What follows belongs to an exercise in optimizing a design on an open flow for small area, a short achievable clock period and few clock cycles per item; a production flow would make more cautious choices.
At most, simulation tests tie the RTL to the original design; equivalence was not proved.
Power is estimated from default activity; no workload was simulated.

==> 09-26 <==
==> flow/design.v <==
`default_nettype none
module accumulator_pingpong_bank #(
  parameter int ROWS      = 4,
  parameter int COLS      = 4,
  parameter int IN_WIDTH  = 16,
  parameter int ACC_WIDTH = 32,
  parameter int SATURATE  = 1
) (
  input  logic                                     clk_i,
  input  logic                                     reset_n_i,
  input  logic                                     in_valid_i,
  output logic                                     in_ready_o,
  input  logic                                     in_last_i,
  input  logic [ROWS-1:0][COLS-1:0][IN_WIDTH-1:0]  in_data_i,
  output logic                                     out_valid_o,
  input  logic                                     out_ready_i,
  output logic [COLS-1:0][ACC_WIDTH-1:0]           out_data_o,
  output logic [$clog2(ROWS)-1:0]                  out_row_o,
  output logic                                     out_last_o,
  output logic                                     out_overflow_o
);
  localparam int ROW_W = $clog2(ROWS);
  localparam logic [ROW_W-1:0] LAST_ROW = ROW_W'(ROWS - 1);
  localparam int HW = ACC_WIDTH - IN_WIDTH;    
  logic [ROWS-1:0][COLS-1:0][ACC_WIDTH-1:0] acc_q;
  logic             full_q;     
  logic             start_q;    
  logic             ovf_q;
  logic [ROW_W-1:0] row_q;
  logic accept, drain_hs, any_ovf;
  logic [ROWS*COLS-1:0] ovf_e;
  assign in_ready_o     = !full_q;
  assign accept         = in_valid_i && !full_q;
  assign out_valid_o    = full_q;
  assign drain_hs       = full_q && out_ready_i;
  assign out_row_o      = row_q;
  assign out_last_o     = (row_q == LAST_ROW);
  assign out_overflow_o = ovf_q;
  for (genvar c = 0; c < COLS; c++) begin : g_out
    assign out_data_o[c] = acc_q[row_q][c];
  end
  for (genvar r = 0; r < ROWS; r++) begin : g_r
    for (genvar c = 0; c < COLS; c++) begin : g_c
      logic [IN_WIDTH-1:0] d, lo_a, lo_s;
      logic [HW-1:0]       hi_a, hi_x, hi_n;
      logic                cy, sg, mv, lim, sat;
      assign d    = accept ? in_data_i[r][c] : '0;
      assign lo_a = start_q ? '0 : acc_q[r][c][IN_WIDTH-1:0];
      assign hi_a = start_q ? '0 : acc_q[r][c][ACC_WIDTH-1:IN_WIDTH];
      assign {cy, lo_s} = {1'b0, lo_a} + {1'b0, d};
      assign sg   = d[IN_WIDTH-1];
      assign mv   = cy ^ sg;                         
      assign hi_x = hi_a ^ {HW{sg}};
      assign lim  = (hi_x == {1'b0, {(HW-1){1'b1}}});  
      assign hi_n = (hi_x + 1'b1) ^ {HW{sg}};
      assign sat  = mv && lim;
      assign ovf_e[r*COLS+c] = sat;
      always_ff @(posedge clk_i) begin
        acc_q[r][c][ACC_WIDTH-1:IN_WIDTH] <= (mv && !lim) ? hi_n : hi_a;
        acc_q[r][c][IN_WIDTH-1:0]         <= sat ? {IN_WIDTH{~sg}} : lo_s;
      end
    end
  end
  assign any_ovf = |ovf_e;
  always_ff @(posedge clk_i) begin
    if (!reset_n_i) begin
      full_q  <= 1'b0;
      start_q <= 1'b1;
      ovf_q   <= 1'b0;
      row_q   <= '0;
    end else begin
      if (accept) begin
        ovf_q   <= !start_q && (ovf_q || any_ovf);
        start_q <= 1'b0;
        full_q  <= in_last_i;
      end
      if (drain_hs) begin
        row_q <= row_q + 1'b1;
        if (row_q == LAST_ROW) begin
          full_q  <= 1'b0;
          start_q <= 1'b1;
        end
      end
    end
  end
endmodule
`default_nettype wire
==> flow/run.sh <==
#!/bin/bash
# synth_recipe.tcl (not shown) runs the flow's synth.tcl, then flattens the netlist and writes it again
# the make line also repeats each setting of config.mk as NAME=value (left out here)
make -C /OpenROAD-flow-scripts/flow DESIGN_CONFIG=/design/flow/config.mk WORK_HOME=/design/flow/orfs CLKGATE_MAP_FILE= SYNTH_SCRIPT=/design/flow/synth_recipe.tcl finish
==> flow/config.mk <==
export PLATFORM = sky130hd
export DESIGN_NAME = accumulator_pingpong_bank
export DESIGN_NICKNAME = accumulator_pingpong_bank
export VERILOG_FILES = /design/flow/design.v
export SDC_FILE = /design/flow/constraint.sdc
export NUM_CORES = 4
export LEC_CHECK = 0
export ABC_CLOCK_PERIOD_IN_PS = 2500
export CAP_MARGIN = 20
export CORE_MARGIN = 2
export CORE_UTILIZATION = 45
export SETUP_SLACK_MARGIN = 4.5
export SLEW_MARGIN = 20
==> flow/constraint.sdc <==
create_clock -name core_clock -period 7.0 [get_ports {clk_i}]
set_input_delay 1.4000 -clock core_clock [delete_from_list [all_inputs] [get_ports {clk_i}]]
set_output_delay 1.4000 -clock core_clock [all_outputs]
set_load 0.01 [all_outputs]
==> 01-17 (differences from 09-26) <==
==> flow/design.v (replaced) <==
`default_nettype none
module accumulator_pingpong_bank #(
  parameter int ROWS      = 4,
  parameter int COLS      = 4,
  parameter int IN_WIDTH  = 16,
  parameter int ACC_WIDTH = 32,
  parameter int SATURATE  = 1
) (
  input  logic                                     clk_i,
  input  logic                                     reset_n_i,
  input  logic                                     in_valid_i,
  output logic                                     in_ready_o,
  input  logic                                     in_last_i,
  input  logic [ROWS-1:0][COLS-1:0][IN_WIDTH-1:0]  in_data_i,
  output logic                                     out_valid_o,
  input  logic                                     out_ready_i,
  output logic [COLS-1:0][ACC_WIDTH-1:0]           out_data_o,
  output logic [$clog2(ROWS)-1:0]                  out_row_o,
  output logic                                     out_last_o,
  output logic                                     out_overflow_o
);
  localparam int ROW_W = $clog2(ROWS);
  localparam logic [ROW_W-1:0] LAST_ROW = ROW_W'(ROWS - 1);
  logic [1:0][ROWS-1:0][COLS-1:0][ACC_WIDTH-1:0] bank_q;
  logic [1:0][ROWS-1:0][COLS-1:0][ACC_WIDTH-1:0] bank_d;
  logic [1:0]           full_q, full_d;
  logic [1:0]           ovf_q, ovf_d;
  logic                 fill_sel_q, fill_sel_d;
  logic                 drain_sel_q, drain_sel_d;
  logic                 first_q, first_d;
  logic [ROW_W-1:0]     row_cnt_q, row_cnt_d;
  logic                 accept;
  logic                 drain_hs;
  logic                 any_ovf;
  logic [ACC_WIDTH:0]   elem;
  function automatic logic [ACC_WIDTH:0] acc_add(input logic [ACC_WIDTH-1:0] acc,
                                                  input logic [IN_WIDTH-1:0]  din);
    logic [ACC_WIDTH-1:0] ext;
    logic [ACC_WIDTH:0]   sum;
    logic                 ovf;
    logic [ACC_WIDTH-1:0] res;
    ext = ACC_WIDTH'($signed(din));
    sum = {acc[ACC_WIDTH-1], acc} + {ext[ACC_WIDTH-1], ext};
    ovf = sum[ACC_WIDTH] ^ sum[ACC_WIDTH-1];
    res = sum[ACC_WIDTH-1:0];
    if (ovf && (SATURATE != 0)) begin
      res = sum[ACC_WIDTH] ? {1'b1, {(ACC_WIDTH-1){1'b0}}} : {1'b0, {(ACC_WIDTH-1){1'b1}}};
    end
    acc_add = {ovf, res};
  endfunction
  assign in_ready_o     = !full_q[fill_sel_q];
  assign out_valid_o    = full_q[drain_sel_q];
  assign out_row_o      = row_cnt_q;
  assign out_last_o     = (row_cnt_q == LAST_ROW);
  assign out_overflow_o = ovf_q[drain_sel_q];
  assign accept   = in_valid_i && in_ready_o;
  assign drain_hs = out_valid_o && out_ready_i;
  for (genvar c = 0; c < COLS; c++) begin : g_out
    assign out_data_o[c] = bank_q[drain_sel_q][row_cnt_q][c];
  end
  always_comb begin
    bank_d      = bank_q;
    full_d      = full_q;
    ovf_d       = ovf_q;
    fill_sel_d  = fill_sel_q;
    drain_sel_d = drain_sel_q;
    first_d     = first_q;
    row_cnt_d   = row_cnt_q;
    any_ovf     = 1'b0;
    elem        = '0;
    if (accept) begin
      for (int r = 0; r < ROWS; r++) begin
        for (int c = 0; c < COLS; c++) begin
          elem = acc_add(bank_q[fill_sel_q][r][c], in_data_i[r][c]);
          if (first_q) begin
            bank_d[fill_sel_q][r][c] = ACC_WIDTH'($signed(in_data_i[r][c]));
          end else begin
            bank_d[fill_sel_q][r][c] = elem[ACC_WIDTH-1:0];
            any_ovf = any_ovf | elem[ACC_WIDTH];
          end
        end
      end
      ovf_d[fill_sel_q] = first_q ? 1'b0 : (ovf_q[fill_sel_q] | any_ovf);
      first_d = in_last_i;
      if (in_last_i) begin
        full_d[fill_sel_q] = 1'b1;
        fill_sel_d         = ~fill_sel_q;
      end
    end
    if (drain_hs) begin
      if (row_cnt_q == LAST_ROW) begin
        row_cnt_d           = '0;
        full_d[drain_sel_q] = 1'b0;
        drain_sel_d         = ~drain_sel_q;
      end else begin
        row_cnt_d = row_cnt_q + 1'b1;
      end
    end
  end
  always_ff @(posedge clk_i) begin
    if (!reset_n_i) begin
      for (int b = 0; b < 2; b++) begin
        for (int r = 0; r < ROWS; r++) begin
          for (int c = 0; c < COLS; c++) begin
            bank_q[b][r][c] <= '0;
          end
        end
      end
      full_q      <= '0;
      ovf_q       <= '0;
      fill_sel_q  <= 1'b0;
      drain_sel_q <= 1'b0;
      first_q     <= 1'b1;
      row_cnt_q   <= '0;
    end else begin
      bank_q      <= bank_d;
      full_q      <= full_d;
      ovf_q       <= ovf_d;
      fill_sel_q  <= fill_sel_d;
      drain_sel_q <= drain_sel_d;
      first_q     <= first_d;
      row_cnt_q   <= row_cnt_d;
    end
  end
endmodule
`default_nettype wire
--- a/flow/config.mk
+++ b/flow/config.mk
@@ -5,9 +5,8 @@
 export SDC_FILE = /design/flow/constraint.sdc
 export NUM_CORES = 4
 export LEC_CHECK = 0
-export ABC_CLOCK_PERIOD_IN_PS = 2500
 export CAP_MARGIN = 20
 export CORE_MARGIN = 2
-export CORE_UTILIZATION = 45
-export SETUP_SLACK_MARGIN = 4.5
+export CORE_UTILIZATION = 40
+export SETUP_SLACK_MARGIN = 0.3
 export SLEW_MARGIN = 20
==> 04-15 (differences from 09-26) <==
==> flow/design.v (replaced) <==
`default_nettype none
module accumulator_pingpong_bank #(
  parameter int ROWS      = 4,
  parameter int COLS      = 4,
  parameter int IN_WIDTH  = 16,
  parameter int ACC_WIDTH = 32,
  parameter int SATURATE  = 1
) (
  input  logic                                     clk_i,
  input  logic                                     reset_n_i,
  input  logic                                     in_valid_i,
  output logic                                     in_ready_o,
  input  logic                                     in_last_i,
  input  logic [ROWS-1:0][COLS-1:0][IN_WIDTH-1:0]  in_data_i,
  output logic                                     out_valid_o,
  input  logic                                     out_ready_i,
  output logic [COLS-1:0][ACC_WIDTH-1:0]           out_data_o,
  output logic [$clog2(ROWS)-1:0]                  out_row_o,
  output logic                                     out_last_o,
  output logic                                     out_overflow_o
);
  localparam int ROW_W = $clog2(ROWS);
  localparam logic [ROW_W-1:0] LAST_ROW = ROW_W'(ROWS - 1);
  localparam int HW = ACC_WIDTH - IN_WIDTH;    
  logic [ROWS-1:0][COLS-1:0][ACC_WIDTH-1:0] acc_q;
  logic [ROWS-1:0][COLS-1:0][IN_WIDTH-1:0]  beat_q;   
  logic             beat_last_q;   
  logic             full_q;        
  logic             flush_q;       
  logic             ovf_q;
  logic [ROW_W-1:0] row_q;
  logic accept, shift, any_ovf;
  logic [ROWS*COLS-1:0] ovf_e;
  assign in_ready_o     = !full_q && !beat_last_q;
  assign accept         = reset_n_i && in_valid_i && in_ready_o;
  assign out_valid_o    = full_q && !flush_q;
  assign shift          = full_q && (out_ready_i || flush_q);
  assign out_row_o      = row_q;
  assign out_last_o     = (row_q == LAST_ROW);
  assign out_overflow_o = ovf_q;
  assign out_data_o     = acc_q[0];
  always_ff @(posedge clk_i) begin
    beat_q      <= accept ? in_data_i : '0;
    beat_last_q <= accept && in_last_i;
  end
  for (genvar r = 0; r < ROWS; r++) begin : g_r
    for (genvar c = 0; c < COLS; c++) begin : g_c
      logic [IN_WIDTH-1:0]  d, lo_s;
      logic [HW-1:0]        hi_a, hi_x, hi_n;
      logic [ACC_WIDTH-1:0] sum, below;
      logic                 cy, sg, mv, lim, sat;
      assign d    = beat_q[r][c];
      assign hi_a = acc_q[r][c][ACC_WIDTH-1:IN_WIDTH];
      assign {cy, lo_s} = {1'b0, acc_q[r][c][IN_WIDTH-1:0]} + {1'b0, d};
      assign sg   = d[IN_WIDTH-1];
      assign mv   = cy ^ sg;                           
      assign hi_x = hi_a ^ {HW{sg}};
      assign lim  = (hi_x == {1'b0, {(HW-1){1'b1}}});  
      assign hi_n = (hi_x + 1'b1) ^ {HW{sg}};
      assign sat  = mv && lim;
      assign ovf_e[r*COLS+c] = sat;
      assign sum  = {(mv && !lim) ? hi_n : hi_a, sat ? {IN_WIDTH{~sg}} : lo_s};
      if (r == ROWS - 1) begin : g_bot
        assign below = '0;
      end else begin : g_mid
        assign below = acc_q[r+1][c];
      end
      always_ff @(posedge clk_i) begin
        acc_q[r][c] <= shift ? below : sum;
      end
    end
  end
  assign any_ovf = |ovf_e;
  always_ff @(posedge clk_i) begin
    if (!reset_n_i) begin
      full_q  <= 1'b1;
      flush_q <= 1'b1;
      ovf_q   <= 1'b0;
      row_q   <= '0;
    end else begin
      if (!full_q) begin
        ovf_q  <= ovf_q || any_ovf;
        full_q <= beat_last_q;
      end
      if (shift) begin
        row_q <= row_q + 1'b1;
        if (row_q == LAST_ROW) begin
          full_q  <= 1'b0;
          flush_q <= 1'b0;
          ovf_q   <= 1'b0;
        end
      end
    end
  end
endmodule
`default_nettype wire
--- a/flow/config.mk
+++ b/flow/config.mk
@@ -5,7 +5,6 @@
 export SDC_FILE = /design/flow/constraint.sdc
 export NUM_CORES = 4
 export LEC_CHECK = 0
-export ABC_CLOCK_PERIOD_IN_PS = 2500
 export CAP_MARGIN = 20
 export CORE_MARGIN = 2
 export CORE_UTILIZATION = 45
==> run summary <==
Clk network pwr share: 0.324
Total core area: 0.0936 mm²
F_max: 0.221 GHz
Yosys reg bits: 517
Worst hold slack: 0.508 ns
Status: complete, no violations
Setup CP Type: in -> reg
Count of cell types in the netlist: 118
the above is filed under 09-26

==> run summary <==
Yosys top cell area share: 0.263
Max Used Layer: met5
Yosys reg bits: 1033
Clk network pwr share: 0.319
Worst hold slack: 0.466 ns
Setup CP Type: reg -> reg
Critical path's top delay family: compound AO/OA/AOI/OAI gates
Hold Path Depth: 2
Total core area: 0.195 mm²
Comb. pwr: 8.55 mW
Clock skew after layout: 0.0400 ns
Kind of end point of the critical path: register
Status: complete, no violations
CP Depth: 22
Count of cell types in the netlist: 98
Worst setup margin: 0.373 ns
the above is filed under 01-17

==> run summary <==
Worst hold slack: 0.473 ns
Worst-Skew Late Latency: 0.68 ns
Status: complete, no violations
Mux contribution to synthesized area: 0.00417
Max FFs per register: 512
CP Depth: 13
Total core area: 0.0984 mm²
Compound-Gate Fraction of Synth Area: 0.161
Post-Route M1 WL: 60.1 mm
F_max: 0.319 GHz
Pins Over Slew Limit: 0
the above is filed under 04-15

Testbench counts of 01-17, summed over its fixed seeds: cycles 6,902, beats 6,772.
No functional check of the RTL was part of 09-26 and 04-15.

========
==> v32: inputs <==
Another version of the RTL of accumulator_pingpong_bank (not shown whole).
==> flow/config.mk <==
export PLATFORM = sky130hd
export DESIGN_NAME = accumulator_pingpong_bank
export DESIGN_NICKNAME = accumulator_pingpong_bank
export VERILOG_FILES = /design/flow/design.v
export SDC_FILE = /design/flow/constraint.sdc
export NUM_CORES = 4
export LEC_CHECK = 0
export CAP_MARGIN = 20
export CORE_MARGIN = 2
export CORE_UTILIZATION = 45
export CTS_CLUSTER_DIAMETER = 80
export CTS_CLUSTER_SIZE = 30
export SETUP_SLACK_MARGIN = 4.3
export SLEW_MARGIN = 20
export SYNTH_HIERARCHICAL = 1
export SYNTH_MINIMUM_KEEP_SIZE = 0
==> flow/constraint.sdc <==
create_clock -name core_clock -period 7.0 [get_ports {clk_i}]
set_input_delay 1.4000 -clock core_clock [delete_from_list [all_inputs] [get_ports {clk_i}]]
set_output_delay 1.4000 -clock core_clock [all_outputs]
set_load 0.01 [all_outputs]
standard.sh (not shown) runs the stock make flow with config.mk's settings and CLKGATE_MAP_FILE= SYNTH_SCRIPT=/design/flow/synth_recipe.tcl, a recipe that flattens the netlist after the stock synthesis.
==> flow/flow/run.sh <==
#!/bin/bash
# Standard layout, but the port buffers are the smallest buffer cell.
set -e
export BUFFER_PORTS_ARGS="-buffer_cell sky130_fd_sc_hd__buf_1"
bash standard.sh > standard.log 2>&1
==> inputs of v37, as changes to v32 <==
--- a/flow/design.v
+++ b/flow/design.v
@@ -42,27 +42,22 @@
   assign out_last_o     = out_last_q;     
   assign out_overflow_o = ovf_q;
   assign out_data_o     = acc_q[0];
   always_ff @(posedge clk_i) begin
     ovf_q       <= ovf_d;
+    beat_q      <= accept ? in_data_i : '0;
     beat_last_q <= beat_last_d;
   end
   for (genvar r = 0; r < ROWS; r++) begin : g_r
     for (genvar c = 0; c < COLS; c++) begin : g_c
       logic [IN_WIDTH-1:0]  d, lo_a, lo_s;
       logic [HW-1:0]        hi_a, ones, zeros;
       logic [ACC_WIDTH-1:0] nxt;
-      logic                 sh, cy, sg, top_up, top_dn, up, dn, satp, satn;
+      logic                 cy, sg, top_up, top_dn, up, dn, satp, satn;
       assign d    = beat_q[r][c];
       assign lo_a = acc_q[r][c][IN_WIDTH-1:0];
       assign hi_a = acc_q[r][c][ACC_WIDTH-1:IN_WIDTH];
-      logic tk;
-      accpp_take u_tk (.rst_n(reset_n_i), .valid(in_valid_i), .ready(in_ready_q), .y(tk));
-      always_ff @(posedge clk_i) begin
-        beat_q[r][c] <= tk ? in_data_i[r][c] : '0;
-      end
-      accpp_shift u_sh (.full(full_q), .ready(out_ready_i), .flush(flush_q), .y(sh));
       accpp_add #(.W(IN_WIDTH)) u_add (.a(lo_a), .b(d), .s(lo_s), .co(cy));
       assign sg   = d[IN_WIDTH-1];
       assign ones[0]  = 1'b1;
       assign zeros[0] = 1'b1;
       for (genvar i = 1; i < HW; i++) begin : g_pre
@@ -76,24 +71,24 @@
       assign satp = up && top_up;
       assign satn = dn && top_dn;
       accpp_mux u_sat (.s(cy), .a(sg && top_dn), .b(!sg && top_up), .y(ovf_e[r*COLS+c]));
       for (genvar i = 0; i < IN_WIDTH; i++) begin : g_lo
         if (r == ROWS - 1) begin : g_bot
-          accpp_lo_bit0 u_b (.s(lo_s[i]), .satp(satp), .satn(satn), .shift(sh), .y(nxt[i]));
+          accpp_lo_bit0 u_b (.s(lo_s[i]), .satp(satp), .satn(satn), .shift(shift), .y(nxt[i]));
         end else begin : g_mid
-          accpp_lo_bit u_b (.s(lo_s[i]), .satp(satp), .satn(satn), .shift(sh),
+          accpp_lo_bit u_b (.s(lo_s[i]), .satp(satp), .satn(satn), .shift(shift),
                             .below(acc_q[r+1][c][i]), .y(nxt[i]));
         end
       end
       for (genvar i = 0; i < HW; i++) begin : g_hi
         logic t, x;
         accpp_tog u_t (.up(up && !top_up), .ones(ones[i]), .dn(dn && !top_dn), .zeros(zeros[i]), .t(t));
         accpp_xor u_x (.a(hi_a[i]), .b(t), .y(x));
         if (r == ROWS - 1) begin : g_bot
-          accpp_andn u_m (.a(x), .b(sh), .y(nxt[IN_WIDTH+i]));
+          accpp_andn u_m (.a(x), .b(shift), .y(nxt[IN_WIDTH+i]));
         end else begin : g_mid
-          accpp_mux u_m (.s(sh), .a(x), .b(acc_q[r+1][c][IN_WIDTH+i]), .y(nxt[IN_WIDTH+i]));
+          accpp_mux u_m (.s(shift), .a(x), .b(acc_q[r+1][c][IN_WIDTH+i]), .y(nxt[IN_WIDTH+i]));
         end
       end
       always_ff @(posedge clk_i) begin
         acc_q[r][c] <= nxt;
       end
@@ -195,16 +190,10 @@
   assign y = shift ? below : ((s || satp) && !satn);
 endmodule
 module accpp_nor2 (input logic a, b, output logic y);
   assign y = !(a || b);
 endmodule
-module accpp_take (input logic rst_n, valid, ready, output logic y);
-  assign y = rst_n && valid && ready;
-endmodule
-module accpp_shift (input logic full, ready, flush, output logic y);
-  assign y = full && (ready || flush);
-endmodule
 module accpp_nand3 (input logic a, b, c, output logic y);
   assign y = !(a && b && c);
 endmodule
 module accpp_andn (input logic a, b, output logic y);
   assign y = a && !b;
==> flow/run.sh (new file) <==
#!/bin/bash
# synth_recipe.tcl (not shown) runs the flow's synth.tcl, then flattens the netlist and writes it again
# the make line also repeats each setting of config.mk as NAME=value (left out here)
make -C /OpenROAD-flow-scripts/flow DESIGN_CONFIG=/design/flow/config.mk WORK_HOME=/design/flow/orfs CLKGATE_MAP_FILE= SYNTH_SCRIPT=/design/flow/synth_recipe.tcl finish
--- a/flow/config.mk
+++ b/flow/config.mk
@@ -6,11 +6,9 @@
 export NUM_CORES = 4
 export LEC_CHECK = 0
 export CAP_MARGIN = 20
 export CORE_MARGIN = 2
 export CORE_UTILIZATION = 45
-export CTS_CLUSTER_DIAMETER = 80
-export CTS_CLUSTER_SIZE = 30
-export SETUP_SLACK_MARGIN = 4.3
+export SETUP_SLACK_MARGIN = 4.0
 export SLEW_MARGIN = 20
 export SYNTH_HIERARCHICAL = 1
 export SYNTH_MINIMUM_KEEP_SIZE = 0
removed: flow/flow/run.sh
removed: flow/standard.sh
==> summary.md <==
| Metric | Value |
|---|---|
| Status | `no timing/DRC/antenna violations` |
| WL met3 | `between 5 and 6 mm` |
| Clk_skew | `between 20 and 30 ps` |
| Layout Utilization | `0.537` |
| Final Power | `between 0.01 and 0.015 W` |
| Drt wl/cell | `between 15 and 20 µm` |
| Synth top cells by count | `and2_1, dfxtp_1, xor2_1` |
-- figures above: v37

==> summary.md <==
| Metric | Value |
|---|---|
| Final Power | `0.00938 W` |
| Critical path endpoint category | `output port` |
| Status | `no timing/DRC/antenna violations` |
| Synth top cells by count | `and2_1, dfxtp_1, xor2_1` |
| DRT met1 WL | `between 50 and 60 mm` |
| Seq group | `around 0.0046 W` |
| Drt wl/cell | `around 17 µm` |
| Layout Utilization | `0.516` |
| Clk_skew | `just over 40 ps` |
-- figures above: v32

Testbench counts of v32, summed over its fixed seeds: cycles 9,667, beats 6,772.
Only the layout flow was run in v37; the RTL was not checked for function there.

## port drivers added, routing unchanged
No port has a modelled driver above. Below, the same layouts with a new extraction and two added sets of constraints.
Step 1 sets driving cells, clkbuf_16 on the clock port and buf_2 on the other inputs (assumed; they add their load-dependent delay and slew).
Step 2 moves the port delays by t, midway between the first and last clock arrival at a register: inputs arrive t later, outputs are due t later. That takes back most of the time a late clock gives input paths.
a / b / c = ideal / step 1 / step 2; a / b = the first two.
run	shift t [ns]	setup WS [ns]	clock arrival spread, ns	worst register clock-pin slew, ns
09-26	0.687	2.481 / 2.503 / 1.816	0.026 / 0.026	0.06 / 0.06
01-17	0.871	0.373 / 0.373 / -0.377	0.042 / 0.042	0.07 / 0.07
04-15	0.730	3.866 / 3.866 / 3.866	0.028 / 0.028	0.06 / 0.06
v32	0.725	4.346 / 4.276 / 3.828	0.048 / 0.048	0.11 / 0.11
v37	0.724	3.951 / 3.881 / 3.365	0.028 / 0.028	0.06 / 0.06
Met with ideal ports but missed after step 2: setup timing in 01-17. The setup slack of 01-17, which loses most, moves by 0.000 ns with the drivers and by -0.750 ns with both steps.
